Background: an optimization exercise with open tools, aiming at small area. Do not read the settings as production practice.
The RTL was checked by simulation tests, not by an equivalence proof against the original design.

==> run B: inputs <==
// mips_id_top
module mips_id_top (
    input  logic        clk,
    input  logic        rst_n_i,
    input  logic [31:0] inst_i,
    input  logic [31:0] pc_i,
    input  logic        stall_i,
    input  logic        oitf_match_i,
    input  logic        wb_we_i,
    input  logic [4:0]  wb_addr_i,
    input  logic [31:0] wb_data_i,
    output logic [31:0] ex_pc_o,
    output logic [7:0]  ex_aluop_o,
    output logic [2:0]  ex_alusel_o,
    output logic [31:0] ex_reg1_o,
    output logic [31:0] ex_reg2_o,
    output logic [4:0]  ex_wd_o,
    output logic        ex_wreg_o,
    output logic [31:0] ex_offset_o,
    output logic        ex_pc_flush_o
);
Settings: LEC_CHECK=0, CAP_MARGIN=20, CELL_PAD_IN_SITES_DETAIL_PLACEMENT=1, CORE_MARGIN=2, CORE_UTILIZATION=45, CTS_CLUSTER_DIAMETER=100, CTS_CLUSTER_SIZE=30, SLEW_MARGIN=20, SYNTH_HIERARCHICAL=1, SYNTH_MINIMUM_KEEP_SIZE=0; clock period 3.5 ns.
standard.sh (not shown) runs the stock make flow with config.mk's settings and CLKGATE_MAP_FILE= SYNTH_SCRIPT=/design/flow/synth_recipe.tcl, a recipe that flattens the netlist after the stock synthesis.
==> flow/flow/run.sh <==
#!/bin/bash
# The standard layout (standard.sh), with one change: the port buffers
# that global placement inserts are buf_2 cells instead of the default pick.
# Each step's full output goes to ORFS's own logs under orfs/logs; make's
# output goes to standard.log in this folder.
set -euo pipefail
bash standard.sh "BUFFER_PORTS_ARGS=-buffer_cell sky130_fd_sc_hd__buf_2" finish > standard.log 2>&1
==> run R: changes against run B <==
==> flow/flow/run.sh (replaced) <==
#!/bin/bash
# The standard layout (standard.sh), with two changes: the port buffers
# that global placement inserts are buf_2 cells instead of the default pick,
# and after global routing the non-critical gates are downsized
# (RECOVER_POWER, ORFS's repair_timing -recover_power).
# Each step's full output goes to ORFS's own logs under orfs/logs; make's
# output goes to standard.log in this folder.
set -euo pipefail
bash standard.sh "BUFFER_PORTS_ARGS=-buffer_cell sky130_fd_sc_hd__buf_2" "RECOVER_POWER=100" finish > standard.log 2>&1
- CELL_PAD_IN_SITES_DETAIL_PLACEMENT: 1 -> default
- CORE_UTILIZATION: 45 -> 50
==> run D: changes against run B <==
--- a/flow/design.v
+++ b/flow/design.v
@@ -209,36 +209,28 @@
 module nand_n #(
     parameter int N = 2
 ) (
     input  logic [N-1:0] a_i,
     output logic         y_o
 );
     assign y_o = !(&a_i);
 endmodule
-module rd_tail #(
-    parameter bit EXT = 1'b1
-) (
+module rd_tail (
     input  logic [2:0] m_i,
     input  logic       qual_i,
     input  logic       hold_i,
     input  logic       q_i,
     input  logic       ext_sel_i,
     input  logic       ext_d_i,
     output logic       y_o
 );
-    if (EXT) begin : g_ext
-        assign y_o = ((|m_i) && qual_i) || (hold_i && q_i) || (ext_sel_i && ext_d_i);
-    end else begin : g_no_ext
-        assign y_o = ((|m_i) && qual_i) || (hold_i && q_i);
-    end
+    assign y_o = ((|m_i) && qual_i) || (hold_i && q_i) || (ext_sel_i && ext_d_i);
 endmodule
-module rd_bit #(
-    parameter bit EXT = 1'b1    
-) (
+module rd_bit (
     input  logic [30:0] sel_i,
     input  logic [30:0] d_i,
     input  logic        qual_i,
     input  logic        hold_i,
     input  logic        q_i,
     input  logic        ext_sel_i,
     input  logic        ext_d_i,
     output logic        y_o
@@ -251,17 +243,17 @@
             .b_i (d_i[3*g +: 3]),
             .y_o (n[g])
         );
     end
     nand_n #(.N(2)) u_n10 (.a_i({sel_i[30], d_i[30]}), .y_o(n[10]));
     nand_n #(.N(4)) u_m0 (.a_i(n[3:0]),  .y_o(m[0]));
     nand_n #(.N(4)) u_m1 (.a_i(n[7:4]),  .y_o(m[1]));
     nand_n #(.N(3)) u_m2 (.a_i(n[10:8]), .y_o(m[2]));
-    rd_tail #(.EXT(EXT)) u_tail (
+    rd_tail u_tail (
         .m_i       (m),
         .qual_i    (qual_i),
         .hold_i    (hold_i),
         .q_i       (q_i),
         .ext_sel_i (ext_sel_i),
         .ext_d_i   (ext_d_i),
         .y_o       (y_o)
     );
@@ -417,27 +409,27 @@
     end
     logic [31:0] reg1_d;
     logic [31:0] reg2_d;
     for (genvar b = 0; b < 32; b++) begin : g_op
         logic [30:0] col;
         for (genvar r = 1; r < 32; r++) begin : g_col
             assign col[r-1] = rows[32*(r-1) + b];
         end
-        rd_bit #(.EXT(b < 26)) u_rd1 (
+        rd_bit u_rd1 (
             .sel_i     (rsel1),
             .d_i       (col),
             .qual_i    (a1),
             .hold_i    (hold),
             .q_i       (ex_reg1_o[b]),
             .ext_sel_i (ext1_sel[b]),
             .ext_d_i   (ext1_d[b]),
             .y_o       (reg1_d[b])
         );
-        rd_bit #(.EXT(b < 26)) u_rd2 (
+        rd_bit u_rd2 (
             .sel_i     (rsel2),
             .d_i       (col),
             .qual_i    (a2),
             .hold_i    (hold),
             .q_i       (ex_reg2_o[b]),
             .ext_sel_i (ext2_sel[b]),
             .ext_d_i   (ext2_d[b]),
             .y_o       (reg2_d[b])
- CELL_PAD_IN_SITES_DETAIL_PLACEMENT: 1 -> default
- CORE_UTILIZATION: 45 -> 50
==> impl_metrics.prom <==
# TYPE chip_impl_metric gauge
chip_impl_info{name="outcome",value="no timing/DRC/antenna violations"} 1
chip_impl_metric{name="setup_ws",unit="ps"} 62.9
chip_impl_metric{name="area_occupied_by_multi_input_gates",unit="mm^2"} 0.0207
chip_impl_metric{name="skew",unit="ps"} 21.2
chip_impl_metric{name="crit_fanout",unit=""} 12
chip_impl_metric{name="worst_slew_pin_tran",unit="ps"} 1310
chip_impl_metric{name="maxSlewViolCount",unit=""} 0
chip_impl_metric{name="report.power.total",unit="uW"} 21000
chip_impl_metric{name="n_all_buffers",unit=""} 462
chip_impl_metric{name="worst_slew_margin_rel",unit="%"} 12.5
chip_impl_metric{name="layout.filler_cells",unit=""} 10400
chip_impl_metric{name="power_density_over_the_cells",unit="mW/mm^2"} 424
# the run above: run B

==> impl_metrics.prom <==
# TYPE chip_impl_metric gauge
chip_impl_metric{name="cap_violations",unit=""} 1
chip_impl_metric{name="setup_ws",unit="ps"} -19.4
chip_impl_info{name="outcome",value="finished with violations"} 1
chip_impl_metric{name="setup_viol_count_final",unit=""} 14
chip_impl_metric{name="area_occupied_by_multi_input_gates",unit="mm^2"} 0.0205
chip_impl_metric{name="maxSlewViolCount",unit=""} 24
chip_impl_info{name="failing_layout_checks_criteria",value="max-capacitance violations, max-slew violations, negative setup slack"} 1
# the run above: run R

==> impl_metrics.prom <==
# TYPE chip_impl_metric gauge
chip_impl_metric{name="maxSlewViolCount",unit=""} 0
chip_impl_metric{name="setup_ws",unit="ps"} 648
chip_impl_metric{name="report.power.total",unit="uW"} 21100
chip_impl_metric{name="worst_slew_pin_tran",unit="ps"} 1210
chip_impl_info{name="outcome",value="no timing/DRC/antenna violations"} 1
chip_impl_metric{name="n_all_buffers",unit=""} 431
chip_impl_metric{name="layout.filler_cells",unit=""} 7642
chip_impl_metric{name="worst_slew_margin_rel",unit="%"} 18.8
# the run above: run D

[port drivers added, routing unchanged]
The flow's constraints put no driver on any port. The routed layouts listed below were extracted and timed again, unchanged, in two steps.
Step 1 sets driving cells, clkbuf_16 on the clock port and buf_2 on the other inputs (assumed; they add their load-dependent delay and slew).
Step 2 times the ports against the registers' clock, not the clock port: input delays grow and output delays shrink by t, the midpoint of the rising clock arrivals with the driver on.
a / b / c = no drivers / after step 1 / after step 2; a / b = the first two.
run	shift t [ns]	setup WS [ns]	worst setup path after step 2	latest minus earliest clock arrival (ns)
run B	0.720	0.063 / 0.119 / -0.601	input to register	0.030 / 0.029
run R	0.730	-0.019 / 0.020 / -0.710	input to register	0.040 / 0.040
run D	0.726	0.648 / 0.688 / -0.037	input to register	0.051 / 0.051
Met with ideal ports but missed after step 2: setup timing in run B and run D. The setup slack of run R, which loses most, moves by +0.039 ns with the drivers and by -0.691 ns with both steps.
